Source: an optimization exercise on an open RTL-to-GDS flow (aim: small area). Production flows keep margins and buffers that such runs may drop.
Function was checked by simulation only, so behaviour that the tests miss may differ from the original.
Power is estimated from default activity; no workload was simulated.

--- design/flow/standard.sh ---
#!/bin/bash
# synth_recipe.tcl (not shown) runs the flow's synth.tcl, then flattens the netlist and writes it again
# the make line also repeats each setting of config.mk as NAME=value (left out here)
make -C /OpenROAD-flow-scripts/flow DESIGN_CONFIG=/design/flow/config.mk WORK_HOME=/design/flow/orfs CLKGATE_MAP_FILE= SYNTH_SCRIPT=/design/flow/synth_recipe.tcl "${@:-finish}"
--- design/flow/design.v ---
    localparam int unsigned XLEN  = 64;
    localparam int unsigned HALF  = XLEN / 2;
    localparam int unsigned ACC_W = 2 * XLEN;
    localparam int unsigned CNT_W = 7;
    localparam logic [3:0] MD_MUL    = 4'd0;
    localparam logic [3:0] MD_MULH   = 4'd1;
    localparam logic [3:0] MD_MULHSU = 4'd2;
    localparam logic [3:0] MD_MULHU  = 4'd3;
    localparam logic [3:0] MD_DIV    = 4'd4;
    localparam logic [3:0] MD_DIVU   = 4'd5;
    localparam logic [3:0] MD_REM    = 4'd6;
    localparam logic [3:0] MD_REMU   = 4'd7;
    localparam logic [3:0] MD_MULW   = 4'd8;
    localparam logic [3:0] MD_DIVW   = 4'd9;
    localparam logic [3:0] MD_DIVUW  = 4'd10;
    localparam logic [3:0] MD_REMW   = 4'd11;
    localparam logic [3:0] MD_REMUW  = 4'd12;
    localparam logic [1:0] MD_IDLE = 2'd0;
    localparam logic [1:0] MD_BUSY = 2'd1;
    localparam logic [1:0] MD_FIX  = 2'd2;
    localparam logic [1:0] MD_DONE = 2'd3;
    function automatic logic is_md_op(input logic [3:0] f_op);
        is_md_op = (f_op <= 4'd12);
    endfunction
    function automatic logic is_div(input logic [3:0] f_op);
        case (f_op)
            MD_DIV, MD_DIVU, MD_REM, MD_REMU,
            MD_DIVW, MD_DIVUW, MD_REMW, MD_REMUW: is_div = 1'b1;
            default:                              is_div = 1'b0;
        endcase
    endfunction
    function automatic logic is_rem(input logic [3:0] f_op);
        case (f_op)
            MD_REM, MD_REMU, MD_REMW, MD_REMUW: is_rem = 1'b1;
            default:                            is_rem = 1'b0;
        endcase
    endfunction
    function automatic logic is_signed_a(input logic [3:0] f_op);
        case (f_op)
            MD_MULH, MD_MULHSU, MD_DIV, MD_REM, MD_DIVW, MD_REMW: is_signed_a = 1'b1;
            default:                                              is_signed_a = 1'b0;
        endcase
    endfunction
    function automatic logic is_signed_b(input logic [3:0] f_op);
        case (f_op)
            MD_MULH, MD_DIV, MD_REM, MD_DIVW, MD_REMW: is_signed_b = 1'b1;
            default:                                   is_signed_b = 1'b0;
        endcase
    endfunction
    function automatic logic is_word(input logic [3:0] f_op);
        case (f_op)
            MD_MULW, MD_DIVW, MD_DIVUW, MD_REMW, MD_REMUW: is_word = 1'b1;
            default:                                       is_word = 1'b0;
        endcase
    endfunction
    function automatic logic is_high(input logic [3:0] f_op);
        case (f_op)
            MD_MULH, MD_MULHSU, MD_MULHU: is_high = 1'b1;
            default:                      is_high = 1'b0;
        endcase
    endfunction
module md_add66
(
    input  logic [65:0] x,
    input  logic [65:0] y,
    input  logic        cin,
    output logic [65:0] sum
);
    localparam int K  = 5;
    localparam int NB = (66 + K - 1) / K;
    localparam int NP = NB * K;
    logic [NP-1:0] p, g, sfull;
    logic [NB:0]   bc;
    assign p  = {{(NP-66){1'b0}}, x ^ y};
    assign g  = {{(NP-66){1'b0}}, x & y};
    assign bc[0] = cin;
    for (genvar i = 0; i < NB; i++) begin : blk
        logic [K:0] gg, pp;
        assign gg[0] = 1'b0;
        assign pp[0] = 1'b1;
        for (genvar j = 0; j < K; j++) begin : b
            assign gg[j+1] = g[i*K+j] | (p[i*K+j] & gg[j]);
            assign pp[j+1] = p[i*K+j] & pp[j];
            assign sfull[i*K+j] = p[i*K+j] ^ (gg[j] | (pp[j] & bc[i]));
        end
        assign bc[i+1] = gg[K] | (pp[K] & bc[i]);
    end
    assign sum = sfull[65:0];
endmodule
module md_exec_unit
(
    input  logic               clk,
    input  logic               reset,
    input  logic               req_valid,
    input  logic [3:0]         op,
    input  logic [63:0]        srca,
    input  logic [63:0]        srcb,
    input  logic               hold,
    input  logic               flush,
    output logic               exe_is_waiting,
    output logic               result_valid,
    output logic [63:0]        result
);
    localparam int unsigned XLEN  = 64;
    localparam int unsigned HALF  = XLEN / 2;
    localparam int unsigned ACC_W = 2 * XLEN;
    localparam int unsigned CNT_W = 7;
    localparam logic [3:0] MD_MUL    = 4'd0;
    localparam logic [3:0] MD_MULH   = 4'd1;
    localparam logic [3:0] MD_MULHSU = 4'd2;
    localparam logic [3:0] MD_MULHU  = 4'd3;
    localparam logic [3:0] MD_DIV    = 4'd4;
    localparam logic [3:0] MD_DIVU   = 4'd5;
    localparam logic [3:0] MD_REM    = 4'd6;
    localparam logic [3:0] MD_REMU   = 4'd7;
    localparam logic [3:0] MD_MULW   = 4'd8;
    localparam logic [3:0] MD_DIVW   = 4'd9;
    localparam logic [3:0] MD_DIVUW  = 4'd10;
    localparam logic [3:0] MD_REMW   = 4'd11;
    localparam logic [3:0] MD_REMUW  = 4'd12;
    localparam logic [1:0] MD_IDLE = 2'd0;
    localparam logic [1:0] MD_BUSY = 2'd1;
    localparam logic [1:0] MD_FIX  = 2'd2;
    localparam logic [1:0] MD_DONE = 2'd3;
    function automatic logic is_md_op(input logic [3:0] f_op);
        is_md_op = (f_op <= 4'd12);
    endfunction
    function automatic logic is_div(input logic [3:0] f_op);
        case (f_op)
            MD_DIV, MD_DIVU, MD_REM, MD_REMU,
            MD_DIVW, MD_DIVUW, MD_REMW, MD_REMUW: is_div = 1'b1;
            default:                              is_div = 1'b0;
        endcase
    endfunction
    function automatic logic is_rem(input logic [3:0] f_op);
        case (f_op)
            MD_REM, MD_REMU, MD_REMW, MD_REMUW: is_rem = 1'b1;
            default:                            is_rem = 1'b0;
        endcase
    endfunction
    function automatic logic is_signed_a(input logic [3:0] f_op);
        case (f_op)
            MD_MULH, MD_MULHSU, MD_DIV, MD_REM, MD_DIVW, MD_REMW: is_signed_a = 1'b1;
            default:                                              is_signed_a = 1'b0;
        endcase
    endfunction
    function automatic logic is_signed_b(input logic [3:0] f_op);
        case (f_op)
            MD_MULH, MD_DIV, MD_REM, MD_DIVW, MD_REMW: is_signed_b = 1'b1;
            default:                                   is_signed_b = 1'b0;
        endcase
    endfunction
    function automatic logic is_word(input logic [3:0] f_op);
        case (f_op)
            MD_MULW, MD_DIVW, MD_DIVUW, MD_REMW, MD_REMUW: is_word = 1'b1;
            default:                                       is_word = 1'b0;
        endcase
    endfunction
    function automatic logic is_high(input logic [3:0] f_op);
        case (f_op)
            MD_MULH, MD_MULHSU, MD_MULHU: is_high = 1'b1;
            default:                      is_high = 1'b0;
        endcase
    endfunction
    localparam logic [2:0] P_IDLE  = 3'd0;
    localparam logic [2:0] P_PRE   = 3'd1;   
    localparam logic [2:0] P_INIT  = 3'd2;   
    localparam logic [2:0] P_STEP  = 3'd3;   
    localparam logic [2:0] P_POST0 = 3'd4;   
    localparam logic [2:0] P_POST  = 3'd5;   
    localparam logic [2:0] P_REPL  = 3'd6;   
    localparam logic [2:0] P_DONE  = 3'd7;
    logic [2:0]  ph, ph_n;
    logic [5:0]  cnt, cnt_n;
    logic [3:0]  op_q;
    logic [65:0] H;
    logic [63:0] L;
    logic [63:0] M;
    logic        na_q, dneg_q;
    logic        seen;
    logic        allone;
    logic        k_sdyn, k_enl, k_sbase, k_enhs;
    logic        k_idle, k_clrh, k_divm, k_done, k_shr, k_hmul;
    logic        idle, accept, f_div, f_rem, f_w, f_sa, f_high;
    logic        n_div, n_rem, n_w, n_sa, n_dneg;
    logic        term, term_n, hs_step, hs_post, en, s, q, raw, negact, lin, cnt_inc;
    logic [65:0] mext, y, S;
    always_comb begin
        idle   = (ph == P_IDLE);
        k_idle = idle;
        k_clrh = (ph == P_IDLE) | (ph == P_PRE);
        k_divm = (ph == P_INIT) | ((ph == P_STEP) & is_div(op_q));
        k_done = (ph == P_DONE);
        k_hmul = ~k_clrh & ~k_divm;
        k_shr  = ~k_clrh & ~k_divm & ~k_done | (ph == P_PRE);
        accept = idle & req_valid & ~flush & is_md_op(op);
        f_div  = is_div(op_q);
        f_rem  = is_rem(op_q);
        f_w    = op_q[3];
        f_sa   = is_signed_a(op_q);
        f_high = is_high(op_q);
        term   = (&cnt[4:0]) & (cnt[5] | f_w);
        cnt_inc = (ph == P_PRE) | (ph == P_STEP) | (ph == P_POST) | (ph == P_REPL);
        ph_n = ph;
        case (ph)
            P_IDLE:  if (accept) ph_n = is_div(op) ? P_PRE : P_STEP;
            P_PRE:   if (term) ph_n = P_INIT;
            P_INIT:  ph_n = P_STEP;
            P_STEP:  if (term) ph_n = f_div ? (f_rem ? P_POST0 : P_POST)
                                     : (f_high ? P_POST : (f_w ? P_REPL : P_DONE));
            P_POST0: ph_n = P_POST;
            P_POST:  if (term) ph_n = f_w ? P_REPL : P_DONE;
            P_REPL:  if (term) ph_n = P_DONE;
            default: if (!hold) ph_n = P_IDLE;    
        endcase
        if (flush) ph_n = P_IDLE;
        cnt_n = (flush | idle) ? 6'd0 : (cnt_inc ? cnt + 6'd1 : cnt);
        n_div  = idle ? is_div(op)      : f_div;
        n_rem  = idle ? is_rem(op)      : f_rem;
        n_w    = idle ? op[3]           : f_w;
        n_sa   = idle ? is_signed_a(op) : f_sa;
        n_dneg = dneg_q;
        term_n = (&cnt_n[4:0]) & (cnt_n[5] | n_w);
        hs_step = f_w ? H[33] : H[65];
        hs_post = f_w ? H[32] : H[65];
        en = (k_enl & L[0]) | k_sdyn | (k_enhs & hs_post);
        s  = k_sdyn ? (hs_step ^ ~dneg_q) : k_sbase;
        mext        = {{2{dneg_q}}, M};
        mext[32]    = f_w ? dneg_q : M[32];
        y           = ({66{en}} & mext) ^ {66{s}};
        q           = ~(f_w ? S[32] : S[65]);
        raw = S[0];
        if ((ph == P_PRE) | ((ph == P_POST) & f_div & ~f_rem)) raw = L[0];
        else if (ph == P_REPL)                                  raw = L[63];
        negact = 1'b0;
        if (ph == P_PRE)       negact = na_q;
        else if (ph == P_POST) negact = f_div & (f_rem ? na_q : ((na_q ^ dneg_q) & ~allone));
        lin = raw ^ (negact & seen);
    end
    md_add66 u_add (
        .x   (H),
        .y   (y),
        .cin (s),
        .sum (S)
    );
    always_ff @(posedge clk) begin
        if (k_idle) begin
            M      <= srcb;
            op_q   <= op;
            na_q   <= is_signed_a(op) & (op[3] ? srca[31] : srca[63]);
            dneg_q <= is_signed_b(op) & (op[3] ? srcb[31] : srcb[63]);
        end
        H <= ({66{k_divm}} & {S[64:0], L[63]}) | ({66{k_hmul}} & {S[65], S[65:1]});
        L <= ({64{k_idle}} & srca)
           | ({64{k_divm}} & {L[62:0], q})
           | ({64{k_shr}}  & {lin, L[63:1]})
           | ({64{k_done}} & L);
        if ((ph == P_PRE) | (ph == P_POST)) seen <= seen | raw;
        else                                seen <= 1'b0;
        if (ph == P_INIT)                   allone <= 1'b1;
        else if (k_sdyn)                    allone <= allone & q;
    end
    always_ff @(posedge clk or negedge reset) begin
        if (!reset) ph <= P_IDLE;
        else        ph <= ph_n;
    end
    always_ff @(posedge clk) begin
        cnt     <= cnt_n;
        k_sdyn  <= (ph_n == P_STEP) & n_div;
        k_enl   <= (ph_n == P_STEP) & ~n_div;
        k_sbase <= ((ph_n == P_STEP) & ~n_div & n_sa & term_n) | ((ph_n == P_POST) & n_dneg);
        k_enhs  <= (ph_n == P_POST) & n_rem & (cnt_n == 6'd0);
    end
    assign exe_is_waiting = reset & (accept | ((ph != P_IDLE) & (ph != P_DONE)));
    assign result_valid   = (ph == P_DONE);
    assign result         = L;
endmodule
--- design/flow/flow/run.sh ---
#!/bin/bash
set -euo pipefail
export BUFFER_PORTS_ARGS="-buffer_cell sky130_fd_sc_hd__buf_1"
export CTS_ARGS="-sink_clustering_enable -repair_clock_nets -buf_list sky130_fd_sc_hd__clkbuf_8 -dont_use_dummy_load -sink_clustering_size 20 -sink_clustering_max_diameter 80"
bash standard.sh > standard_sh.log 2>&1
--- design/flow/config.mk ---
export PLATFORM = sky130hd
export DESIGN_NAME = md_exec_unit
export DESIGN_NICKNAME = md_exec_unit
export VERILOG_FILES = /design/flow/design.v
export SDC_FILE = /design/flow/constraint.sdc
export NUM_CORES = 4
export LEC_CHECK = 0
export ABC_AREA = 1
export CAP_MARGIN = 0
export CORE_MARGIN = 2
export CORE_UTILIZATION = 65
export CTS_BUF_LIST = sky130_fd_sc_hd__clkbuf_4
export SLEW_MARGIN = 0
--- design/flow/constraint.sdc ---
create_clock -name core_clock -period 5.5 [get_ports {clk}]
set_input_delay 1.1000 -clock core_clock [delete_from_list [all_inputs] [get_ports {clk}]]
set_output_delay 1.1000 -clock core_clock [all_outputs]
set_load 0.01 [all_outputs]
==> results of run 1 <==
## how the worst min path moves through the flow
stage / startpoint / depth (start not counted) / slack, ns / to
global route: reset / 1 / 0.39 / ph[2]
CTS: reset / 1 / 0.39 / ph[1]
global placement: allone / 2 / 0.43 / allone
floorplan: allone / 2 / 0.41 / allone
detailed placement: allone / 2 / 0.44 / allone
finish: reset / 1 / 0.41 / ph[1]
## kinds of logic after synthesis
family	share of synthesized area [%]
DFF	44.3
and+or+nand+nor	14.9
buffers and inverters	6.45
xor gates and xnor gates	8.78
adders and majority gates	9.49
AOI/OAI and AO/OA	16.1
## Yosys cell counts, drive strengths merged
| library cell | count | area, um2 |
|---|---|---|
| edfxtp | 70 | 2100 |
| dfrtp | 3 | 75.1 |
| a21o | 9 | 67.6 |
| xor2 | 101 | 885 |
| o22ai | 61 | 382 |
| o21ai | 73 | 365 |
| a41oi | 1 | 8.76 |
| nand3 | 35 | 198 |
| a21boi | 1 | 7.51 |
| a32oi | 2 | 17.5 |
| dfxtp | 143 | 2860 |
| xnor2 | 13 | 114 |
| a211oi | 1 | 7.51 |
| nand4 | 7 | 43.8 |
| o31ai | 2 | 15.0 |
| buf | 6 | 23.8 |
| a22oi | 24 | 180 |
| nor2 | 59 | 221 |
| nor4 | 7 | 43.8 |
| a31oi | 1 | 6.26 |
| a31o | 3 | 26.3 |
| ha | 67 | 838 |
| o211ai | 11 | 82.6 |
| nand2 | 290 | 1130 |
| a221oi | 3 | 26.3 |
| fa | 12 | 240 |
| inv | 138 | 518 |
| a21oi | 56 | 280 |
| o221ai | 14 | 123 |
| o21bai | 4 | 30.0 |
| nor3 | 7 | 35.0 |
| clkbuf | 49 | 184 |
| a221o | 1 | 10.0 |
| clkinv | 2 | 7.51 |
| o2111ai | 22 | 193 |
| or2 | 2 | 12.5 |
## registers in the layout (all words and copies together) (netlist names)
register	cells
f_div	1
allone	1
H	66
k_enhs	1
seen	1
k_enl	1
k_sbase	1
k_sdyn	1
L	64
ph	3
dneg_q	1
op_q	4
M	64
na_q	1
cnt	6
## stage by stage
| stage | hold WS [ns] | power, mW |
|---|---|---|
| after floorplan | 0.414 | 2.21 |
| after global placement | 0.435 | 2.41 |
| after detailed placement | 0.443 | 2.42 |
| after CTS | 0.392 | 3.13 |
| after global routing | 0.391 | 3.25 |
| final | 0.408 | 3.12 |
## cell type report
| cell class | instances | area share, % |
|---|---|---|
| repair buffers | 217 | 6.94 |
| multi-input cells | 889 | 44.9 |
| inverters | 140 | 4.19 |
| well taps | 225 | 2.24 |
| flip-flops and latches | 216 | 40.2 |
| clock buffers | 14 | 1.54 |
## metal layers
layer  part of all wire [%]  track usage (%)  vias to the layer above
met5                      0                0                        -
met4                    3.0             9.72                        0
met3                    6.7             5.52                       56
met2                     48             50.5                      331
met1                     42             37.7                     4500
li1                       -                -                     4780
## power by group through the flow
stage	combinational [mW]	sequential (mW)	clock [mW]
4_1_cts	0.480	1.91	0.733
5_1_grt	0.537	1.93	0.784
3_5_place_dp	0.477	1.95	0
6_report	0.482	1.91	0.720
3_3_place_gp	0.467	1.95	0
2_1_floorplan	0.253	1.96	0
## critical path: cells and delay by family, from the launching register on
kind | cells | cell delay (ns)
fa+ha+maj | 2 | 0.79
buf+inv | 2 | 0.20
flops | 1 | 0.49
compound gates | 2 | 0.57
simple gates | 33 | 2.28
xor+xnor | 2 | 0.40
==> results.py, run 1 <==
metrics = {
    "drt": {
        "avgViaCountPerCell": 5.68,
        "wl_per_cell_um": 16.3,
        "drt.antenna.violating_nets": 0,
        "drc": 0,
        "first_pass_iters": 6,
        "route.vias.total": 9667,
        "routed_wl_um": 27700,
        "drt_iter0_drc": 534,
    },
    "status": {
        "outcome": "finished clean",
    },
    "clock_network": {
        "cts_hold_buf": 0,
        "cts_max_level": 1,
        "path_clk_slew_ns": 0.13,
        "clock_sinks": 216,
        "clkLatencyLatePin_ns": 0.52,
        "numCtsBuffers": 14,
        "post_cts_buffers": 0,
        "cts.path.max_buffers": 3,
        "root_buffer": "clkbuf_8",
        "cts_tree": "built",
        "cts_resized": 0,
    },
    "floorplanning": {
        "die_y_um": 136,
        "die_x_um": 136,
        "initial_core_util_pct": 66.2,
        "io_pins": 203,
        "dieArea_um2": 18600,
        "row_count": 48,
        "core_region_area_um2": 17200,
    },
    "power": {
        "p_int_mw": 2.20,
        "ir_worst_vdd_uv": 333,
        "pwr-share-seq_pct": 61.4,
        "powerDensity_nw_per_um2": 248,
        "combPwrFrac_pct": 15.5,
        "power_leakage_nw": 5.13,
        "power_frac_clock_pct": 23.1,
        "switchingPower_uw": 920,
        "swShare_pct": 29.5,
    },
    "critical_path": {
        "crit_slowest_cell": "edfxtp_1",
        "endpoint": "H[62]",
        "worstSetupStartpointType": "flip-flop",
        "startpoint": "op_q[3]",
        "reg2reg_from": "op_q[3]",
        "rr_worst_depth": 41,
        "crit_top_cell": "nand2_1",
        "cp_max_fo": 26,
        "critPathMaxStageDelay_ns": 0.49,
        "worstSetupPathType": "reg2reg",
        "rrSetupSlack_ns": 0.61,
        "arrival_ns": 5.27,
        "rr_endpoint": "H[62]",
        "cp.required_ns": 5.89,
        "critPathCaptureType": "flip-flop",
    },
    "place": {
        "place_congestion": 0.894,
        "dp_slack_ns": 0.509,
        "dpl.hpwl_um": 19800,
        "port_buffers": 202,
        "place_area_um2": 12300,
        "dpl.cell_count": 1686,
    },
    "global_routing": {
        "grt_pass1_vias": 9332,
        "grt_max_degree": 80,
        "antenna_found_initial": 0,
        "grtUsageTotal_pct": 29.5,
        "grt_pass1_wl_um": 44200,
        "grt_overflow": 0,
    },
    "cells_and_area": {
        "antenna_cells": 0,
        "area_growth_pct": 10.3,
        "final_nets": 1694,
        "seq_area_um2": 5040,
        "final_common_cell": "nand2_1",
        "drive_above_1_share_pct": 4.07,
        "stdcell_count": 1701,
        "final_cell_mix": "nand2_1, buf_1, dfxtp_1, inv_1, xor2_1",
        "fin_area_um2": 12500,
        "final_util_pct": 73.0,
        "fillers": 1400,
        "multi_input_area_um2": 5630,
    },
    "timing": {
        "layout_min_cycle_time_ns": 4.89,
        "clock_skew_ns": 0.0381,
        "final_max_slew_viol_count": 0,
        "worst_pin_slew_ns": 1.13,
        "setup_viol": 0,
        "rsz0062_at_grt": "false",
        "fmax_mhz": 205,
        "finalWorstSetupSlack_ns": 0.613,
        "tns_ns": 0,
        "slew_headroom_pct": 24.5,
        "period_share_pct": 88.9,
        "hold_viol": 0,
    },
    "logic_synthesis": {
        "syn-num-nets": 1516,
        "synth-seq-cells": 216,
        "yosysSeqAreaShare_pct": 44.3,
        "avgSynthCellArea_um2": 8.74,
        "syn_inst": 1300,
        "netlist_area_um2": 11400,
        "synth_warnings": 1,
        "ys_types": 44,
    },
    "hold_path": {
        "hold_class": "in2async",
    },
    "flow_run": {
        "drv_cap": 0,
    },
}
==> run 2: changes to the inputs <==
--- a/design/flow/design.v
+++ b/design/flow/design.v
@@ -251,10 +251,7 @@
             dneg_q <= is_signed_b(op) & (op[3] ? srcb[31] : srcb[63]);
         end
         H <= ({66{k_divm}} & {S[64:0], L[63]}) | ({66{k_hmul}} & {S[65], S[65:1]});
-        L <= ({64{k_idle}} & srca)
-           | ({64{k_divm}} & {L[62:0], q})
-           | ({64{k_shr}}  & {lin, L[63:1]})
-           | ({64{k_done}} & L);
+        L <= ~(~(({64{k_idle}} & srca) | ({64{k_done}} & L)) & ~(({64{k_divm}} & {L[62:0], q}) | ({64{k_shr}} & {lin, L[63:1]})));
         if ((ph == P_PRE) | (ph == P_POST)) seen <= seen | raw;
         else                                seen <= 1'b0;
         if (ph == P_INIT)                   allone <= 1'b1;
==> design/flow/flow/run.sh (replaced) <==
#!/bin/bash
set -euo pipefail
export BUFFER_PORTS_ARGS="-buffer_cell sky130_fd_sc_hd__buf_1"
export CTS_ARGS="-sink_clustering_enable -repair_clock_nets -dont_use_dummy_load -buf_list sky130_fd_sc_hd__clkbuf_4 -sink_clustering_size 9 -sink_clustering_max_diameter 50"
bash standard.sh > standard_sh.log 2>&1
==> run 2 against run 1 <==
Effect of this change:
- hold slack worse by 0.17 ns
- still clean on timing, DRC and antenna
- sequential cell count is the same
- utilization fell by 0.15 points
- largest power group unchanged
- combinational power is essentially flat
- critical path type unchanged
- cell area fell by 0.21%
- routed wire length rose by 3.0%
- clock-buffer cell count rose by 15
==> results.py, run 2 <==
metrics = {
    "critical_path": {
        "crit_top_cell": "nand2_1",
        "worst-path-buf-inv": 2,
        "cpLargestDelayFamily": "simple AND/OR/NAND/NOR gates",
        "cp_max_fo": 27,
        "worstSetupPathType": "reg2reg",
        "cp.required_ns": 6.03,
        "crit_slowest_cell": "a221o_4",
        "arrival_ns": 5.41,
        "critPathMaxStageDelay_ns": 0.50,
        "worstSetupStartpointType": "flip-flop",
        "critPathCaptureType": "flip-flop",
    },
    "drt": {
        "first_pass_iters": 5,
        "drt_iter0_drc": 609,
        "avgViaCountPerCell": 5.70,
        "routed_wl_um": 28500,
        "route.vias.total": 9628,
        "drc": 0,
        "wl_per_cell_um": 16.9,
        "drt.antenna.violating_nets": 0,
    },
    "cells_and_area": {
        "fillers": 1381,
        "final_common_cell": "nand2_1",
        "stdcell_count": 1689,
        "final_cell_mix": "nand2_1, buf_1, dfxtp_1, inv_1, xor2_1",
        "largest_register_ffs": 66,
        "reg_top3": "H (66), L (64), M (64)",
        "largest_register": "H",
        "fin_area_um2": 12500,
        "area_growth_pct": 10.7,
        "final_util_pct": 72.9,
        "drive_above_1_share_pct": 4.85,
        "final_nets": 1681,
    },
    "logic_synthesis": {
        "async_reset_ff_share_pct": 1.39,
        "netlist_area_um2": 11300,
        "synthAdderAreaFrac_pct": 9.54,
        "synth.area.mux_share_pct": 0,
        "ys_top_cells_by_area": "dfxtp_1, edfxtp_1, xor2_1",
        "yosys.area_share.simple_pct": 13.9,
        "ys_types": 40,
        "synth_warnings": 1,
        "synth_top_cell_area_share_pct": 25.3,
        "syn-num-nets": 1488,
        "synth_top_family_by_area": "compound AO/OA/AOI/OAI gates",
        "synth_top_area_cell": "dfxtp_1",
        "synth_ff_type": "dfxtp_1",
        "synth_compound_area_share_pct": 16.7,
        "synth_edf_count": 70,
        "avgSynthCellArea_um2": 8.89,
        "synth-xor-area-share_pct": 8.91,
        "synth-seq-cells": 216,
        "ys_top_cells_by_count": "nand2_1, dfxtp_1, inv_1, xor2_1, o22ai_1",
        "synth_most_common_cell": "nand2_1",
        "yosysSeqAreaShare_pct": 44.6,
        "syn_inst": 1272,
    },
    "power": {
        "power_leakage_nw": 5.16,
        "switchingPower_uw": 955,
        "pwr-share-seq_pct": 60.6,
        "combPwrFrac_pct": 15.3,
        "power_frac_clock_pct": 24.1,
        "swShare_pct": 30.2,
        "p_int_mw": 2.21,
        "powerDensity_nw_per_um2": 253,
        "ir_worst_vdd_uv": 189,
    },
    "place": {
        "place_congestion": 0.920,
        "place_area_um2": 12300,
        "dpl.cell_count": 1658,
        "port_buffers": 202,
        "dpl.hpwl_um": 20200,
    },
    "timing": {
        "final_max_slew_viol_count": 0,
        "hold_viol": 0,
        "clock_skew_ns": 0.0570,
        "worst_pin_slew_ns": 1.05,
        "rsz0062_at_grt": "false",
        "fmax_mhz": 205,
        "whs_ns": 0.238,
        "slew_headroom_pct": 30.0,
        "period_share_pct": 88.8,
        "setup_viol": 0,
        "layout_min_cycle_time_ns": 4.89,
        "tns_ns": 0,
    },
    "floorplanning": {
        "die_y_um": 136,
        "dieArea_um2": 18500,
        "row_count": 48,
        "die_x_um": 136,
        "core_region_area_um2": 17200,
        "initial_core_util_pct": 65.8,
        "io_pins": 203,
    },
    "global_routing": {
        "antenna_found_initial": 1,
        "grtUsageTotal_pct": 30.8,
        "grt_max_degree": 89,
        "grt_overflow": 0,
        "grt_pass1_vias": 9667,
        "grt_pass1_wl_um": 46000,
    },
    "clock_network": {
        "numCtsBuffers": 29,
        "clock_sinks": 216,
        "cts_hold_buf": 0,
        "cts.path.max_buffers": 3,
        "root_buffer": "clkbuf_4",
        "cts_tree": "built",
        "cts_max_level": 1,
        "path_clk_slew_ns": 0.11,
        "clkLatencyLatePin_ns": 0.69,
    },
    "flow_run": {
        "drv_cap": 0,
    },
    "hold_path": {
        "hold_class": "in2async",
    },
    "status": {
        "outcome": "finished clean",
    },
}
[run 2: changes by cell type after synthesis, moves of 15 or more]
cell	change
o21ai_0	-15
a22oi_1	+15
o2111ai_1	-20
nand3_1	+15
o211ai_1	+17
nand2_1	-42
[run 2: power by group through the flow]
stage	registers [mW]	clock network, mW	logic [mW]
2_1_floorplan	1.96	0	0.262
3_3_place_gp	1.95	0	0.472
3_5_place_dp	1.95	0	0.478
4_1_cts	1.92	0.777	0.481
5_1_grt	1.93	0.840	0.537
6_report	1.92	0.762	0.484
[run 2: timing repair]
action | CTS | global route
endpoints found under the setup margin | 0 | 12
buffers inserted | 0 | 1
resized for setup | 0 | 1
[run 2: final timing paths]
| check | slack, ns | cells after the start | endpoint | from |
|---|---|---|---|---|
| min in group core_clock | 0.46 | 2 | allone | allone |
| worst min-delay path | 0.24 | 1 | ph[0] | reset |
| worst min register to register | 0.46 | 2 | allone | allone |
| worst max-delay path | 0.61 | 41 | H[60] | op_q[3] |
| max in group asynchronous | 5.05 | 1 | ph[1] | reset |
| worst max register to register | 0.61 | 41 | H[60] | op_q[3] |
[run 2: cells by family after synthesis]
kind of cell	after synthesis
xor gates and xnor gates	115
buffers and inverters	193
DFF	216
AOI/OAI and AO/OA	290
and+or+nand+nor	379
adders and majority gates	79
[run 2: layer usage]
metal / share of wire (%) / up-vias / wire length, um / track usage (%)
met5: 0 / - / 0 / 0
met4: 3.2 / 0 / 907 / 11.1
met3: 6.9 / 67 / 1960 / 6.19
met2: 49 / 335 / 14000 / 54.5
met1: 41 / 4464 / 11700 / 37.3
li1: - / 4762 / - / -
[run 2: metrics by stage]
stage,worst slack (ns),power (mW)
CTS,0.312,3.18
detailed placement,0.330,2.43
global route,0.0232,3.31
global placement,0.500,2.43
floorplan,0.820,2.22
finish,0.613,3.17
[run 2: layout make-up]
class	count	area [um2]	share of cell area, %
multi-input cells	863	5590	44.6
flip-flops and latches	216	5040	40.3
repair buffers	217	871	6.96
inverters	138	518	4.14
well taps	225	282	2.25
clock buffers	29	218	1.74
diodes	1	2.50	0.0200
==> run 3: changes to the inputs <==
==> design/flow/flow/run.sh (replaced) <==
#!/bin/bash
# The standard layout (standard.sh), with two changes:
# - the port buffers are the smallest buffer cell, sky130_fd_sc_hd__buf_1;
# - clock tree synthesis inserts no dummy loads and clusters up to 9 sinks
#   per clkbuf_4 leaf buffer.
# All of the make output goes to standard_sh.log; ORFS keeps its per-step
# logs under orfs/logs.
set -euo pipefail
export BUFFER_PORTS_ARGS="-buffer_cell sky130_fd_sc_hd__buf_1"
export CTS_ARGS="-sink_clustering_enable -repair_clock_nets -dont_use_dummy_load -buf_list sky130_fd_sc_hd__clkbuf_4 -sink_clustering_size 9 -sink_clustering_max_diameter 50"
bash standard.sh > standard_sh.log 2>&1
==> run 3 against run 2 <==
Effect of this change:
- clock-buffer cell count is the same
- sequential cell count is the same
- routed wire length is the same
- critical endpoint unchanged
- largest cell class unchanged
- non-clock buffer count is the same
- die area is the same
- critical path type unchanged
- still clean
==> results.py, run 3 <==
metrics = {
    "logic_synthesis": {
        "synth_top_cell_area_share_pct": 25.3,
        "yosysSeqAreaShare_pct": 44.6,
        "synth_edf_count": 70,
        "synth_top_area_cell": "dfxtp_1",
        "avgSynthCellArea_um2": 8.89,
        "ys_types": 40,
        "synth_most_common_cell": "nand2_1",
        "ys_top_cells_by_area": "dfxtp_1, edfxtp_1, xor2_1",
        "netlist_area_um2": 11300,
        "async_reset_ff_share_pct": 1.39,
        "ys_top_cells_by_count": "nand2_1, dfxtp_1, inv_1, xor2_1, o22ai_1",
        "syn-num-nets": 1488,
        "synth_ff_type": "dfxtp_1",
        "syn_inst": 1272,
        "synth-seq-cells": 216,
        "synth_warnings": 1,
    },
    "cells_and_area": {
        "final_nets": 1681,
        "largest_register": "H",
        "largest_register_ffs": 66,
        "final_cell_mix": "nand2_1, buf_1, dfxtp_1, inv_1, xor2_1",
        "reg_top3": "H (66), L (64), M (64)",
        "drive_above_1_share_pct": 4.85,
        "final_common_cell": "nand2_1",
        "area_growth_pct": 10.7,
        "fillers": 1381,
    },
    "critical_path": {
        "crit_top_cell": "nand2_1",
        "arrival_ns": 5.41,
        "worstSetupStartpointType": "flip-flop",
        "worstSetupPathType": "reg2reg",
        "critPathMaxStageDelay_ns": 0.50,
        "cp.required_ns": 6.03,
        "reg2reg_from": "op_q[3]",
        "critPathCaptureType": "flip-flop",
        "rr_endpoint": "H[60]",
        "rrSetupSlack_ns": 0.61,
        "rr_worst_depth": 41,
        "cp_max_fo": 27,
        "crit_slowest_cell": "a221o_4",
    },
    "clock_network": {
        "numCtsBuffers": 29,
        "cts.path.max_buffers": 3,
        "clkLatencyLatePin_ns": 0.69,
        "cts_tree": "built",
        "root_buffer": "clkbuf_4",
        "path_clk_slew_ns": 0.11,
        "cts_hold_buf": 0,
        "cts_max_level": 1,
        "clock_sinks": 216,
    },
    "floorplanning": {
        "dieArea_um2": 18500,
        "initial_core_util_pct": 65.8,
        "die_x_um": 136,
        "row_count": 48,
        "core_region_area_um2": 17200,
        "io_pins": 203,
        "die_y_um": 136,
    },
    "timing": {
        "slew_headroom_pct": 30.0,
        "final_max_slew_viol_count": 0,
        "worst_pin_slew_ns": 1.05,
        "fmax_mhz": 205,
        "rsz0062_at_grt": "false",
        "tns_ns": 0,
        "clock_skew_ns": 0.0570,
        "hold_viol": 0,
        "period_share_pct": 88.8,
        "setup_viol": 0,
        "layout_min_cycle_time_ns": 4.89,
    },
    "drt": {
        "drt.antenna.violating_nets": 0,
        "route.vias.total": 9628,
        "drt_iter0_drc": 609,
        "avgViaCountPerCell": 5.70,
        "wl_per_cell_um": 16.9,
        "first_pass_iters": 5,
        "routed_wl_um": 28500,
        "drc": 0,
    },
    "power": {
        "p_int_mw": 2.21,
        "power_mw": 3.17,
        "combPwrFrac_pct": 15.3,
        "powerDensity_nw_per_um2": 253,
        "pwr-share-seq_pct": 60.6,
        "power_frac_clock_pct": 24.1,
        "ir_worst_vdd_uv": 189,
        "power_leakage_nw": 5.16,
        "switchingPower_uw": 955,
        "swShare_pct": 30.2,
    },
    "place": {
        "dpl.hpwl_um": 20200,
        "port_buffers": 202,
        "place_congestion": 0.920,
    },
    "status": {
        "outcome": "finished clean",
    },
    "global_routing": {
        "grt_pass1_wl_um": 46000,
        "grt_max_degree": 89,
        "grtUsageTotal_pct": 30.8,
        "grt_pass1_vias": 9667,
        "antenna_found_initial": 1,
        "grt_overflow": 0,
    },
    "flow_run": {
        "drv_cap": 0,
    },
    "hold_path": {
        "hold_class": "in2async",
    },
}
==> run 3: cell counts in the layout (fill, tap and decap cells not counted) <==
Identical to the previous run, type by type.
==> run 3: logic make-up after synthesis <==
group / share of synthesized area [%]
simple gates: 13.9
compound gates: 16.7
flops: 44.6
buf+inv: 6.44
xor+xnor: 8.91
fa+ha+maj: 9.54
==> run 3: power groups by stage <==
stage | clock, mW | sequential, mW | combinational [mW]
floorplan | 0 | 1.96 | 0.262
global placement | 0 | 1.95 | 0.472
detailed placement | 0 | 1.95 | 0.478
CTS | 0.777 | 1.92 | 0.481
global route | 0.840 | 1.93 | 0.537
finish | 0.762 | 1.92 | 0.484
==> run 3: cell type report <==
type                    instances  area, um2  area share [%]
repair buffers                217        871            6.96
diodes                          1       2.50          0.0200
flip-flops and latches        216       5040            40.3
multi-input cells             863       5590            44.6
well taps                     225        282            2.25
inverters                     138        518            4.14
clock buffers                  29        218            1.74
==> run 3: routing by layer <==
layer,part of all wire [%],vias to the layer above,wire length (um),GRT usage [%]
met2,49,335,14000,54.5
met4,3.2,0,907,11.1
met1,41,4464,11700,37.3
met3,6.9,67,1960,6.19
met5,0,-,0,0
li1,-,4762,-,-
==> run 3: stage by stage <==
step	std cells	setup slack (ns)	hold slack, ns	utilization [%]	instance area, um2
after floorplan	1272	0.820	0.419	-	11300
after global placement	1658	0.500	0.437	71.5	12300
after detailed placement	1658	0.330	0.439	71.5	12300
after CTS	1687	0.312	0.203	72.7	12500
after global routing	1689	0.0232	0.224	72.9	12500
final	1689	0.613	0.238	72.9	12500
==> run 3: critical path, delay by kind of cell, from the launching register on <==
family | cells | cell delay [ns]
AO/OA/AOI/OAI | 2 | 0.60
XOR/XNOR | 2 | 0.26
adder cells (fa/ha/maj) | 2 | 0.76
buffers and inverters | 2 | 0.24
flip-flops | 1 | 0.41
AND/OR/NAND/NOR | 33 | 2.48
==> run 3: timing repair <==
action / 4_1_cts / 5_1_grt
setup buffers: 0 / 1
endpoints found under the setup margin: 0 / 12
endpoints found under the hold margin: 0 / 0
resized for setup: 0 / 1
==> run 3: how the worst max path moves through the flow <==
stage | from | endpoint | slack (ns) | cells after the start
2_1_floorplan | op_q[3] | H[60] | 0.82 | 44
3_3_place_gp | op_q[3] | H[60] | 0.50 | 41
3_5_place_dp | op_q[3] | H[60] | 0.33 | 41
4_1_cts | op_q[3] | H[60] | 0.31 | 41
5_1_grt | op_q[3] | H[60] | 0.02 | 41
6_report | op_q[3] | H[60] | 0.61 | 41
==> run 4: changes to the inputs <==
--- a/design/flow/config.mk
+++ b/design/flow/config.mk
@@ -8,6 +8,5 @@
 export ABC_AREA = 1
 export CAP_MARGIN = 0
 export CORE_MARGIN = 2
-export CORE_UTILIZATION = 65
-export CTS_BUF_LIST = sky130_fd_sc_hd__clkbuf_4
+export CORE_UTILIZATION = 78
 export SLEW_MARGIN = 0
==> run 4 against run 3 <==
Effect of this change:
- clock power fell by 4.7%
- highest routed layer unchanged
- non-clock buffer count grew 1
- clock skew up 0.0068 ns
- sequential share of layout area up 0.21 points
- cell area decreased by 0.51%
- die area decreased by 16%
==> results.py, run 4 <==
metrics = {
    "cells_and_area": {
        "reg_top3": "H (66), L (64), M (64)",
        "drive_above_1_share_pct": 4.79,
        "area_growth_pct": 10.1,
        "final_nets": 1680,
        "final_common_cell": "nand2_1",
        "final_cell_mix": "nand2_1, buf_1, dfxtp_1, inv_1, xor2_1",
        "largest_register_ffs": 66,
        "largest_register": "H",
        "final_util_pct": 88.7,
        "fin_area_um2": 12500,
    },
    "critical_path": {
        "cp.required_ns": 6.04,
        "cp_max_fo": 28,
        "critPathMaxStageDelay_ns": 0.46,
        "worstSetupStartpointType": "flip-flop",
        "rr_worst_depth": 41,
        "reg2reg_from": "op_q[3]",
        "rrSetupSlack_ns": 0.54,
        "critPathCaptureType": "flip-flop",
        "arrival_ns": 5.50,
        "worstSetupPathType": "reg2reg",
        "crit_slowest_cell": "edfxtp_1",
        "crit_top_cell": "nand2_1",
        "rr_endpoint": "H[60]",
    },
    "power": {
        "swShare_pct": 30.1,
        "p_int_mw": 2.20,
        "power_frac_clock_pct": 23.1,
        "ir_worst_vdd_uv": 232,
        "powerDensity_nw_per_um2": 252,
        "combPwrFrac_pct": 15.7,
        "power_mw": 3.14,
        "switchingPower_uw": 947,
        "power_leakage_nw": 5.16,
        "pwr-share-seq_pct": 61.2,
    },
    "logic_synthesis": {
        "ys_types": 40,
        "synth_ff_type": "dfxtp_1",
        "ys_top_cells_by_count": "nand2_1, dfxtp_1, inv_1, xor2_1, o22ai_1",
        "syn-num-nets": 1488,
        "synth_top_cell_area_share_pct": 25.3,
        "synth_most_common_cell": "nand2_1",
        "yosysSeqAreaShare_pct": 44.6,
        "netlist_area_um2": 11300,
        "synth_warnings": 1,
        "synth-seq-cells": 216,
        "syn_inst": 1272,
        "synth_edf_count": 70,
        "async_reset_ff_share_pct": 1.39,
        "ys_top_cells_by_area": "dfxtp_1, edfxtp_1, xor2_1",
        "avgSynthCellArea_um2": 8.89,
        "synth_top_area_cell": "dfxtp_1",
    },
    "clock_network": {
        "cts_hold_buf": 0,
        "root_buffer": "clkbuf_4",
        "clock_sinks": 216,
        "cts_max_level": 1,
        "path_clk_slew_ns": 0.10,
        "cts.path.max_buffers": 3,
        "clkLatencyLatePin_ns": 0.68,
        "cts_tree": "built",
        "numCtsBuffers": 27,
    },
    "floorplanning": {
        "initial_core_util_pct": 80.5,
        "die_y_um": 124,
        "core_region_area_um2": 14000,
        "row_count": 43,
        "dieArea_um2": 15500,
        "io_pins": 203,
        "die_x_um": 124,
    },
    "timing": {
        "final_max_slew_viol_count": 0,
        "setup_viol": 0,
        "period_share_pct": 90.2,
        "worst_pin_slew_ns": 1.03,
        "fmax_mhz": 202,
        "tns_ns": 0,
        "clock_skew_ns": 0.0638,
        "slew_headroom_pct": 31.4,
        "layout_min_cycle_time_ns": 4.96,
        "rsz0062_at_grt": "false",
        "hold_viol": 0,
    },
    "drt": {
        "route.vias.total": 10303,
        "drt_iter0_drc": 1144,
        "wl_per_cell_um": 18.3,
        "drc": 0,
        "routed_wl_um": 30100,
        "drt.antenna.violating_nets": 0,
        "avgViaCountPerCell": 6.27,
        "first_pass_iters": 5,
    },
    "place": {
        "place_area_um2": 12200,
        "dpl.hpwl_um": 21600,
        "place_congestion": 0.915,
        "port_buffers": 202,
    },
    "global_routing": {
        "grt_pass1_vias": 9939,
        "grt_max_degree": 85,
        "grt_pass1_wl_um": 47500,
        "grtUsageTotal_pct": 37.0,
        "grt_overflow": 0,
        "antenna_found_initial": 0,
    },
    "flow_run": {
        "drv_cap": 0,
    },
    "status": {
        "outcome": "finished clean",
    },
    "hold_path": {
        "hold_class": "in2async",
    },
}
[run 4: cell types whose count changed in the layout (fill, tap and decap cells not counted)]
cell,before,now
buf_4,15,16
clkbuf_4,29,27
[run 4: stage by stage]
step	hold slack, ns	instances	setup WS, ns
after floorplan	0.419	1272	0.820
after global placement	0.433	1612	0.670
after detailed placement	0.448	1612	0.346
after CTS	0.256	1639	0.368
after global routing	0.252	1642	0.0175
final	0.276	1643	0.539
[run 4: power by group through the flow]
stage,clock network [mW],registers (mW),logic (mW)
3_3_place_gp,0,1.95,0.463
6_report,0.726,1.92,0.495
2_1_floorplan,0,1.96,0.262
4_1_cts,0.726,1.92,0.482
5_1_grt,0.793,1.94,0.538
3_5_place_dp,0,1.95,0.481
[run 4: layer usage]
metal	global-route usage (%)	wire, um	part of all wire, %
met1	46.6	11300	38
met3	6.31	2910	9.7
met2	64.7	14800	49
met5	0	0	0
met4	12.4	981	3.3
[run 4: critical path, delay by kind of cell (launching register included)]
| kind | cells | cell delay (ns) |
|---|---|---|
| DFF | 1 | 0.46 |
| and+or+nand+nor | 33 | 2.49 |
| xor gates and xnor gates | 2 | 0.41 |
| AOI/OAI and AO/OA | 2 | 0.48 |
| adders and majority gates | 2 | 0.77 |
| buffers and inverters | 2 | 0.27 |
[run 4: worst max-delay path by stage]
| stage | start | to | slack (ns) | cells after the start |
|---|---|---|---|---|
| 6_report | op_q[3] | H[60] | 0.54 | 41 |
| 5_1_grt | op_q[3] | H[60] | 0.02 | 41 |
| 4_1_cts | op_q[3] | H[60] | 0.37 | 41 |
| 3_5_place_dp | op_q[3] | H[60] | 0.35 | 41 |
| 3_3_place_gp | op_q[3] | H[60] | 0.67 | 41 |
| 2_1_floorplan | op_q[3] | H[60] | 0.82 | 44 |
[run 4: what timing repair did]
item                                    in CTS  in global routing
endpoints found under the setup margin       0                  7
resized for setup                            0                  2
buffers inserted                             0                  3
[run 4: layout make-up]
type                       count  area [um2]
multi-input combinational    863        5590
sequential                   216        5040
fill                         754        1590
timing repair buffer         218         878
inverter                     138         518
tap                          180         225
clock buffer                  27         203
antenna                        1        2.50
[run 4: cell families after synthesis]
logic type                 share of synthesized area (%)
AOI/OAI and AO/OA                                   16.7
xor gates and xnor gates                            8.91
adders and majority gates                           9.54
buffers and inverters                               6.44
DFF                                                 44.6
and+or+nand+nor                                     13.9
==> run 5: changes to the inputs <==
==> design/flow/flow/run.sh (replaced) <==
#!/bin/bash
set -euo pipefail
export BUFFER_PORTS_ARGS="-buffer_cell sky130_fd_sc_hd__buf_1"
export CTS_ARGS="-sink_clustering_enable -repair_clock_nets -dont_use_dummy_load -buf_list sky130_fd_sc_hd__clkbuf_8 -sink_clustering_size 16 -sink_clustering_max_diameter 60"
bash standard.sh > standard_sh.log 2>&1
--- a/design/flow/config.mk
+++ b/design/flow/config.mk
@@ -8,5 +8,6 @@
 export ABC_AREA = 1
 export CAP_MARGIN = 0
 export CORE_MARGIN = 2
-export CORE_UTILIZATION = 78
+export CORE_UTILIZATION = 65
+export CTS_BUF_LIST = sky130_fd_sc_hd__clkbuf_4
 export SLEW_MARGIN = 0
==> run 5 against run 4 <==
Effect of this change:
- register-to-register slack gained 0.06 ns
- cell area grew 0.84%
- utilization shrank 16 points
- critical path depth is the same
- critical path type unchanged
- cell count grew 2.1%
- die area grew 19%
- clock-buffer cell count shrank 8
- sequential cell count is the same
- largest power group unchanged
- largest cell class unchanged
- highest routed layer unchanged
- global-route usage shrank 6.5 points
- synthesized area is the same
==> results.py, run 5 <==
metrics = {
    "status": {
        "outcome": "finished clean",
    },
    "logic_synthesis": {
        "yosysSeqAreaShare_pct": 44.6,
        "synth_most_common_cell": "nand2_1",
        "synth_edf_count": 70,
        "ys_types": 40,
        "synth_top_cell_area_share_pct": 25.3,
        "synth_ff_type": "dfxtp_1",
        "ys_top_cells_by_area": "dfxtp_1, edfxtp_1, xor2_1",
        "netlist_area_um2": 11300,
        "syn-num-nets": 1488,
        "avgSynthCellArea_um2": 8.89,
        "synth_top_area_cell": "dfxtp_1",
        "synth-seq-cells": 216,
        "syn_inst": 1272,
        "async_reset_ff_share_pct": 1.39,
        "synth_warnings": 1,
        "ys_top_cells_by_count": "nand2_1, dfxtp_1, inv_1, xor2_1, o22ai_1",
    },
    "drt": {
        "first_pass_iters": 7,
        "route.vias.total": 9595,
        "wl_per_cell_um": 16.9,
        "drc": 0,
        "routed_wl_um": 28400,
        "drt_iter0_drc": 635,
        "avgViaCountPerCell": 5.72,
        "drt.antenna.violating_nets": 0,
    },
    "cells_and_area": {
        "area_growth_pct": 11.1,
        "reg_top3": "H (66), L (64), M (64)",
        "final_common_cell": "nand2_1",
        "drive_above_1_share_pct": 4.20,
        "final_cell_mix": "nand2_1, buf_1, dfxtp_1, inv_1, xor2_1",
        "antenna_cells": 0,
        "fin_area_um2": 12600,
        "largest_register_ffs": 66,
        "final_nets": 1671,
        "largest_register": "H",
    },
    "critical_path": {
        "crit_slowest_cell": "a221o_4",
        "cp_max_fo": 27,
        "arrival_ns": 5.27,
        "cp.required_ns": 5.87,
        "reg2reg_from": "op_q[3]",
        "critPathMaxStageDelay_ns": 0.50,
        "startpoint": "op_q[3]",
        "critPathCaptureType": "flip-flop",
        "worstSetupStartpointType": "flip-flop",
        "worstSetupPathType": "reg2reg",
        "crit_top_cell": "nand2_1",
    },
    "floorplanning": {
        "initial_core_util_pct": 65.8,
        "row_count": 48,
        "die_x_um": 136,
        "io_pins": 203,
        "core_region_area_um2": 17200,
        "die_y_um": 136,
        "dieArea_um2": 18500,
    },
    "clock_network": {
        "cts_max_level": 1,
        "cts_tree": "built",
        "clkLatencyLatePin_ns": 0.53,
        "cts.path.max_buffers": 3,
        "numCtsBuffers": 19,
        "clock_sinks": 216,
        "cts_hold_buf": 0,
        "root_buffer": "clkbuf_8",
        "path_clk_slew_ns": 0.10,
    },
    "timing": {
        "rsz0062_at_grt": "false",
        "layout_min_cycle_time_ns": 4.90,
        "tns_ns": 0,
        "hold_viol": 0,
        "setup_viol": 0,
        "period_share_pct": 89.1,
        "finalWorstSetupSlack_ns": 0.598,
        "fmax_mhz": 204,
        "worst_pin_slew_ns": 1.03,
        "clock_skew_ns": 0.0317,
        "final_max_slew_viol_count": 0,
        "slew_headroom_pct": 31.5,
    },
    "global_routing": {
        "grt_max_degree": 89,
        "grt_pass1_vias": 9556,
        "grt_overflow": 0,
        "grt_pass1_wl_um": 45500,
        "grtUsageTotal_pct": 30.5,
        "antenna_found_initial": 0,
    },
    "power": {
        "ir_worst_vdd_uv": 238,
        "powerDensity_nw_per_um2": 257,
        "swShare_pct": 29.3,
        "p_int_mw": 2.28,
        "switchingPower_uw": 945,
        "power_frac_clock_pct": 25.4,
        "combPwrFrac_pct": 15.0,
        "power_leakage_nw": 5.17,
        "pwr-share-seq_pct": 59.5,
        "power_mw": 3.23,
    },
    "flow_run": {
        "drv_cap": 0,
    },
    "place": {
        "place_congestion": 0.920,
        "port_buffers": 202,
        "dp_slack_ns": 0.330,
        "place_area_um2": 12300,
        "dpl.hpwl_um": 20200,
    },
    "hold_path": {
        "hold_class": "in2async",
    },
}
==> run 5: area by class of cell <==
| class | count | area (um2) |
|---|---|---|
| multi-input combinational | 863 | 5590 |
| sequential | 216 | 5040 |
| fill | 1376 | 4620 |
| timing repair buffer | 217 | 871 |
| inverter | 138 | 518 |
| tap | 225 | 282 |
| clock buffer | 19 | 262 |
==> run 5: repair_timing <==
item                                    CTS  global route
endpoints found under the setup margin    0            14
setup buffers                             0             1
gates resized for setup                   0             1
==> run 5: power by group through the flow <==
stage,logic (mW),registers (mW),clock network (mW)
final,0.485,1.92,0.820
after global routing,0.537,1.93,0.892
after CTS,0.480,1.92,0.836
after floorplan,0.262,1.96,0
after detailed placement,0.478,1.95,0
after global placement,0.472,1.95,0
==> run 5: path summary, 6_finish.rpt <==
path / slack, ns / cells past startpoint / endpoint
max in group asynchronous: 4.92 / 1 / ph[1]
worst min register to register: 0.45 / 2 / allone
worst max-delay path: 0.60 / 41 / H[60]
worst min-delay path: 0.40 / 1 / ph[2]
min in group core_clock: 0.45 / 2 / allone
worst max register to register: 0.60 / 41 / H[60]
==> run 5: kinds of logic after synthesis <==
family,Yosys count,synth area share [%]
simple gates,379,13.9
fa+ha+maj,79,9.54
xor+xnor,115,8.91
buf+inv,193,6.44
flops,216,44.6
compound gates,290,16.7
==> run 5: metrics by stage <==
| step | util (%) | hold slack [ns] | std cells |
|---|---|---|---|
| after floorplan | - | 0.419 | 1272 |
| after global placement | 71.5 | 0.437 | 1658 |
| after detailed placement | 71.5 | 0.439 | 1658 |
| after CTS | 73.0 | 0.390 | 1677 |
| after global routing | 73.1 | 0.415 | 1678 |
| final | 73.1 | 0.399 | 1678 |
==> run 5: layer usage <==
metal,vias to the layer above,GRT usage (%),wire [um]
met5,-,0,0
met4,0,11.6,1040
met3,70,5.59,1900
met2,349,54.2,13800
met1,4451,36.9,11600
li1,4725,-,-
==> run 5: worst max-delay path, delay by kind of cell, from the launching register on <==
| kind | cells | cell delay (ns) |
|---|---|---|
| compound gates | 2 | 0.60 |
| xor+xnor | 2 | 0.26 |
| fa+ha+maj | 2 | 0.76 |
| buf+inv | 2 | 0.23 |
| flops | 1 | 0.40 |
| simple gates | 33 | 2.46 |
==> run 6: changes to the inputs <==
==> design/flow/flow/run.sh (replaced) <==
#!/bin/bash
set -euo pipefail
export BUFFER_PORTS_ARGS="-buffer_cell sky130_fd_sc_hd__buf_1"
export CTS_ARGS="-sink_clustering_enable -repair_clock_nets -dont_use_dummy_load -buf_list sky130_fd_sc_hd__clkbuf_16 -sink_clustering_size 27 -sink_clustering_max_diameter 80"
bash standard.sh > standard_sh.log 2>&1
==> run 6 against run 5 <==
Effect of this change:
- still clean on timing, DRC and antenna
- first-iteration DRC count down 8.3%
- global-route usage down 0.11 points
- die area unchanged
- worst setup slack worse by 0.035 ns
- register-to-register slack worse by 0.04 ns
- largest cell class unchanged
==> results.py, run 6 <==
metrics = {
    "clock_network": {
        "cts_max_level": 1,
        "clkLatencyLatePin_ns": 0.48,
        "cts.path.max_buffers": 3,
        "clock_sinks": 216,
        "path_clk_slew_ns": 0.10,
        "root_buffer": "clkbuf_16",
        "numCtsBuffers": 12,
        "cts_tree": "built",
    },
    "drt": {
        "first_pass_iters": 6,
        "route.vias.total": 9561,
        "wl_met3_um": 1580,
        "drt_iter0_drc": 582,
        "top_layer_used": "met4",
        "drt.antenna.violating_nets": 0,
        "avgViaCountPerCell": 5.72,
        "wl_per_cell_um": 16.9,
        "wl_met2_um": 14100,
        "drc": 0,
        "routed_wl_um": 28300,
        "m1WireLength_um": 11700,
    },
    "cells_and_area": {
        "largest_register_ffs": 66,
        "final_util_pct": 73.3,
        "largest_register": "H",
        "final_common_cell": "nand2_1",
        "antenna_cells": 0,
        "stdcell_count": 1671,
        "area_growth_pct": 11.4,
        "reg_top3": "H (66), L (64), M (64)",
        "final_cell_mix": "nand2_1, buf_1, dfxtp_1, inv_1, xor2_1",
        "drive_above_1_share_pct": 3.73,
        "final_nets": 1664,
    },
    "place": {
        "place_congestion": 0.920,
        "dpl.hpwl_um": 20200,
        "dpl.cell_count": 1658,
        "port_buffers": 202,
    },
    "critical_path": {
        "worst-path-buf-inv": 2,
        "critPathCaptureType": "flip-flop",
        "cpLargestDelayFamily": "simple AND/OR/NAND/NOR gates",
        "startpoint": "op_q[3]",
        "worstSetupStartpointType": "flip-flop",
        "critPathMaxStageDelay_ns": 0.50,
        "reg2reg_from": "op_q[3]",
        "cp_max_fo": 27,
        "arrival_ns": 5.28,
        "worstSetupPathType": "reg2reg",
        "cp.required_ns": 5.84,
        "crit_top_cell": "nand2_1",
        "crit_slowest_cell": "a221o_4",
    },
    "global_routing": {
        "grt_overflow": 0,
        "grtUsageTotal_pct": 30.4,
        "grt_max_degree": 89,
        "grt_pass1_vias": 9513,
        "antenna_found_initial": 0,
        "grt_pass1_wl_um": 45400,
    },
    "timing": {
        "final_max_slew_viol_count": 0,
        "clock_skew_ns": 0.0382,
        "period_share_pct": 89.8,
        "whs_ns": 0.429,
        "tns_ns": 0,
        "hold_viol": 0,
        "fmax_mhz": 203,
        "layout_min_cycle_time_ns": 4.94,
        "setup_viol": 0,
        "rsz0062_at_grt": "false",
        "worst_pin_slew_ns": 1.03,
        "slew_headroom_pct": 31.5,
    },
    "power": {
        "combPwrFrac_pct": 14.7,
        "p_int_mw": 2.36,
        "power_leakage_nw": 5.18,
        "powerDensity_nw_per_um2": 262,
        "switchingPower_uw": 932,
        "swShare_pct": 28.3,
        "pwr-share-seq_pct": 58.3,
        "power_frac_clock_pct": 27.0,
        "ir_worst_vdd_uv": 258,
    },
    "floorplanning": {
        "die_x_um": 136,
        "initial_core_util_pct": 65.8,
        "dieArea_um2": 18500,
        "row_count": 48,
        "core_region_area_um2": 17200,
        "die_y_um": 136,
        "io_pins": 203,
    },
    "logic_synthesis": {
        "syn-num-nets": 1488,
        "async_reset_ff_share_pct": 1.39,
        "ys_top_cells_by_count": "nand2_1, dfxtp_1, inv_1, xor2_1, o22ai_1",
        "ys_top_cells_by_area": "dfxtp_1, edfxtp_1, xor2_1",
        "synth_ff_type": "dfxtp_1",
        "avgSynthCellArea_um2": 8.89,
        "synth_top_area_cell": "dfxtp_1",
        "synth-seq-cells": 216,
        "ys_types": 40,
        "synth_edf_count": 70,
        "synth_warnings": 1,
        "synth_top_cell_area_share_pct": 25.3,
        "yosysSeqAreaShare_pct": 44.6,
        "syn_inst": 1272,
        "synth_most_common_cell": "nand2_1",
        "netlist_area_um2": 11300,
    },
    "hold_path": {
        "hold_class": "in2async",
    },
    "status": {
        "outcome": "finished clean",
    },
    "flow_run": {
        "drv_cap": 0,
    },
}
==> run 6: path summary, 6_finish.rpt <==
check	endpoint	slack (ns)	cells after the start
hold reg to reg	allone	0.45	2
min in group core_clock	allone	0.45	2
setup reg to reg	H[60]	0.56	41
hold / removal	ph[0]	0.43	1
max in group asynchronous	ph[1]	4.89	1
setup / recovery	H[60]	0.56	41
==> run 6: stage by stage <==
| stage | total power [mW] | setup WS [ns] | area [um2] |
|---|---|---|---|
| CTS | 3.31 | 0.256 | 12600 |
| floorplan | 2.22 | 0.820 | 11300 |
| global placement | 2.43 | 0.500 | 12300 |
| finish | 3.29 | 0.562 | 12600 |
| global route | 3.43 | 0.00124 | 12600 |
| detailed placement | 2.43 | 0.330 | 12300 |
==> run 6: power by group through the flow <==
stage | clock network (mW) | registers (mW) | logic [mW]
after floorplan | 0 | 1.96 | 0.262
after global placement | 0 | 1.95 | 0.472
after detailed placement | 0 | 1.95 | 0.478
after CTS | 0.906 | 1.92 | 0.481
after global routing | 0.960 | 1.93 | 0.538
final | 0.890 | 1.92 | 0.485
==> run 6: per-layer routing <==
metal	vias up	track usage, %
met3	62	5.37
met4	0	10.3
li1	4709	-
met5	-	0
met2	309	54.6
met1	4481	36.9
==> run 6: logic make-up (layout without fill, tap and decap cells) <==
| kind of cell | after synthesis | in the layout | synth area share (%) |
|---|---|---|---|
| simple gates | 379 | 379 | 13.9 |
| compound gates | 290 | 290 | 16.7 |
| flops | 216 | 216 | 44.6 |
| buf+inv | 193 | 367 | 6.44 |
| xor+xnor | 115 | 115 | 8.91 |
| fa+ha+maj | 79 | 79 | 9.54 |
==> run 6: layout make-up <==
| type | count | area [um2] |
|---|---|---|
| sequential | 216 | 5040 |
| clock buffer | 12 | 300 |
| inverter | 138 | 518 |
| timing repair buffer | 217 | 871 |
| fill | 1364 | 4580 |
| multi-input combinational | 863 | 5590 |
| tap | 225 | 282 |
==> run 6: timing repair <==
item	4_1_cts	5_1_grt
setup endpoints to repair	0	15
buffers inserted	0	1
hold buffers	0	0
resized for setup	0	1
==> run 7: changes to the inputs <==
==> design/flow/run.sh (new file) <==
#!/bin/bash
# synth_recipe.tcl (not shown) runs the flow's synth.tcl, then flattens the netlist and writes it again
# the make line also repeats each setting of config.mk as NAME=value (left out here)
make -C /OpenROAD-flow-scripts/flow DESIGN_CONFIG=/design/flow/config.mk WORK_HOME=/design/flow/orfs CLKGATE_MAP_FILE= SYNTH_SCRIPT=/design/flow/synth_recipe.tcl finish
--- a/design/flow/config.mk
+++ b/design/flow/config.mk
@@ -10,4 +10,6 @@
 export CORE_MARGIN = 2
 export CORE_UTILIZATION = 65
 export CTS_BUF_LIST = sky130_fd_sc_hd__clkbuf_4
+export CTS_CLUSTER_DIAMETER = 50
+export CTS_CLUSTER_SIZE = 9
 export SLEW_MARGIN = 0
removed: design/flow/flow/run.sh
removed: design/flow/standard.sh
==> run 7 against run 6 <==
Effect of this change:
- still clean
- via count grew 3.5%
- sequential share of layout area shrank 3.9 points
- critical endpoint unchanged
- total power grew 7.3%
- non-clock buffer count grew 1
- register-to-register slack is essentially flat
- largest cell class unchanged
- clock-buffer cell count grew 36
==> results.py, run 7 <==
metrics = {
    "logic_synthesis": {
        "synth_top_area_cell": "dfxtp_1",
        "synth_top_cell_area_share_pct": 25.3,
        "ys_top_cells_by_area": "dfxtp_1, edfxtp_1, xor2_1",
        "ys_top_cells_by_count": "nand2_1, dfxtp_1, inv_1, xor2_1, o22ai_1",
        "synth_warnings": 1,
        "ys_types": 40,
        "synth-seq-cells": 216,
        "syn-num-nets": 1488,
        "yosysSeqAreaShare_pct": 44.6,
        "async_reset_ff_share_pct": 1.39,
        "synth_ff_type": "dfxtp_1",
        "avgSynthCellArea_um2": 8.89,
        "syn_inst": 1272,
        "netlist_area_um2": 11300,
        "synth_most_common_cell": "nand2_1",
        "synth_edf_count": 70,
    },
    "drt": {
        "drt_iter0_drc": 651,
        "avgViaCountPerCell": 5.77,
        "drc": 0,
        "route.vias.total": 9896,
        "drt.antenna.violating_nets": 0,
        "first_pass_iters": 7,
        "wl_per_cell_um": 17.1,
        "routed_wl_um": 29400,
    },
    "power": {
        "swShare_pct": 28.4,
        "powerDensity_nw_per_um2": 253,
        "pwr-share-seq_pct": 54.4,
        "p_int_mw": 2.53,
        "power_leakage_nw": 5.81,
        "combPwrFrac_pct": 18.6,
        "ir_worst_vdd_uv": 250,
        "switchingPower_mw": 1.00,
        "power_frac_clock_pct": 27.0,
    },
    "clock_network": {
        "cts.path.max_buffers": 3,
        "cts_max_level": 1,
        "clkLatencyLatePin_ns": 0.69,
        "cts_tree": "built",
        "clock_sinks": 216,
        "cts_hold_buf": 0,
        "path_clk_slew_ns": 0.09,
        "root_buffer": "clkbuf_4",
        "numCtsBuffers": 29,
    },
    "hold_path": {
        "hold_depth": 2,
        "hold_end": "allone",
        "min_from": "allone",
        "hold_class": "reg2reg",
    },
    "critical_path": {
        "cp_max_fo": 13,
        "critPathMaxStageDelay_ns": 0.49,
        "rr_worst_depth": 39,
        "critPathCaptureType": "flip-flop",
        "cp.required_ns": 6.03,
        "arrival_ns": 5.46,
        "worstSetupStartpointType": "flip-flop",
        "rr_endpoint": "H[60]",
        "rrSetupSlack_ns": 0.58,
        "worstSetupPathType": "reg2reg",
        "crit_top_cell": "nand2_1",
        "reg2reg_from": "op_q[3]",
        "crit_slowest_cell": "edfxtp_1",
    },
    "global_routing": {
        "antenna_found_initial": 2,
        "grt_pass1_vias": 9830,
        "grt_max_degree": 76,
        "grt_pass1_wl_um": 46900,
        "grt_overflow": 0,
        "grtUsageTotal_pct": 31.6,
    },
    "timing": {
        "tns_ns": 0,
        "rsz0062_at_grt": "false",
        "setup_viol": 0,
        "fmax_mhz": 203,
        "hold_viol": 0,
        "layout_min_cycle_time_ns": 4.92,
        "slew_headroom_pct": 17.6,
        "clock_skew_ns": 0.0381,
        "period_share_pct": 89.5,
        "worst_pin_slew_ns": 1.23,
        "final_max_slew_viol_count": 0,
    },
    "floorplanning": {
        "row_count": 48,
        "die_y_um": 136,
        "initial_core_util_pct": 65.8,
        "dieArea_um2": 18500,
        "die_x_um": 136,
        "core_region_area_um2": 17200,
        "io_pins": 203,
    },
    "place": {
        "place_congestion": 0.903,
        "dpl.cell_count": 1658,
        "port_buffers": 202,
        "dpl.hpwl_um": 21000,
    },
    "cells_and_area": {
        "final_cell_mix": "nand2_1, clkdlybuf4s50_1, dfxtp_1, inv_1, xor2_1",
        "final_common_cell": "nand2_1",
        "largest_register_ffs": 66,
        "stdcell_count": 1714,
        "drive_above_1_share_pct": 6.39,
        "reg_top3": "H (66), L (64), M (64)",
        "largest_register": "H",
        "area_growth_pct": 23.4,
        "final_nets": 1682,
    },
    "flow_run": {
        "drv_cap": 0,
    },
    "status": {
        "outcome": "finished clean",
    },
}
[run 7: cell counts after synthesis]
No cell type changed its count.
[run 7: kinds of logic (layout without fill, tap and decap cells)]
kind of cell	count (synthesis)	in the layout	share of synthesized area, %
other	0	2	0
buffers and inverters	193	408	6.44
DFF	216	216	44.6
and+or+nand+nor	379	379	13.9
adders and majority gates	79	79	9.54
AOI/OAI and AO/OA	290	290	16.7
xor gates and xnor gates	115	115	8.91
[run 7: cell type report]
| type | count | area [um2] |
|---|---|---|
| antenna | 2 | 5.00 |
| clock buffer | 48 | 360 |
| clock inverter | 4 | 25.0 |
| fill | 1164 | 3220 |
| inverter | 138 | 518 |
| multi-input combinational | 863 | 5580 |
| sequential | 216 | 5040 |
| tap | 225 | 282 |
| timing repair buffer | 218 | 2140 |
[run 7: power groups by stage]
stage          Sequential, mW  Clock (mW)  Combinational, mW
2_1_floorplan            1.96           0              0.262
3_3_place_gp             1.96           0              0.643
6_report                 1.92       0.956              0.658
3_5_place_dp             1.95           0              0.650
5_1_grt                  1.94        1.03              0.709
4_1_cts                  1.92       0.975              0.655
[run 7: worst max-delay path by stage]
stage / slack (ns) / endpoint / from
floorplan: 0.82 / H[60] / op_q[3]
global placement: 0.65 / H[60] / op_q[3]
detailed placement: 0.44 / H[60] / op_q[3]
CTS: 0.40 / H[60] / op_q[3]
global route: 0.12 / H[60] / op_q[3]
finish: 0.58 / H[60] / op_q[3]
[run 7: layer usage]
layer | wire (um) | GRT usage (%) | share of wire (%) | vias to the layer above
met5 | 0 | 0 | 0 | -
met4 | 1120 | 13.0 | 3.8 | 0
met3 | 2190 | 7.23 | 7.5 | 76
met2 | 14500 | 55.7 | 49 | 373
met1 | 11600 | 37.3 | 39 | 4650
li1 | - | - | - | 4797
[run 7: per-stage QoR]
stage	instance area (um2)	total power, mW	utilization (%)	setup slack, ns	hold slack, ns
2_1_floorplan	11300	2.22	-	0.820	0.419
3_3_place_gp	13500	2.60	78.8	0.650	0.438
4_1_cts	13900	3.55	81.1	0.401	0.462
3_5_place_dp	13500	2.61	78.8	0.442	0.445
6_report	14000	3.54	81.2	0.576	0.458
5_1_grt	14000	3.68	81.2	0.120	0.488
[run 7: worst max-delay path, delay by kind of cell (launching register included)]
family                     cells  cell delay, ns
buffers and inverters          3            0.57
xor gates and xnor gates       2            0.32
AOI/OAI and AO/OA              4            0.39
DFF                            1            0.49
and+or+nand+nor               28            2.28
adders and majority gates      2            0.75
[run 7: what timing repair did]
action | 4_1_cts | 5_1_grt
setup buffers | 0 | 2
endpoints found under the hold margin | 0 | 0
endpoints found under the setup margin | 0 | 4
resized for setup | 0 | 1

[afterwards: timing with drivers on the ports]
The results above use ideal ports. As a check the final layouts listed here were re-extracted and re-timed, cells and wires unchanged. Step 1 assumes that a clkbuf_16 drives the clock port and a buf_2 every other input. Step 2 also shifts input and output timing later by t, the mid clock arrival at the registers, as if the neighbouring blocks saw the same clock. Three values: no drivers, after step 1, after step 2; two values: the first two.
run | t (ns) | setup WS [ns] | latest minus earliest clock arrival (ns)
run 1 | 0.544 | 0.613 / 0.613 / 0.613 | 0.038 / 0.038
run 2 | 0.703 | 0.613 / 0.613 / 0.613 | 0.057 / 0.057
run 3 | 0.703 | 0.613 / 0.613 / 0.613 | 0.057 / 0.057
run 4 | 0.683 | 0.539 / 0.539 / 0.539 | 0.064 / 0.064
run 5 | 0.557 | 0.598 / 0.598 / 0.598 | 0.031 / 0.032
run 6 | 0.500 | 0.562 / 0.562 / 0.562 | 0.038 / 0.038
run 7 | 0.716 | 0.576 / 0.576 / 0.576 | 0.038 / 0.038
After both steps every run listed still meets setup and hold.
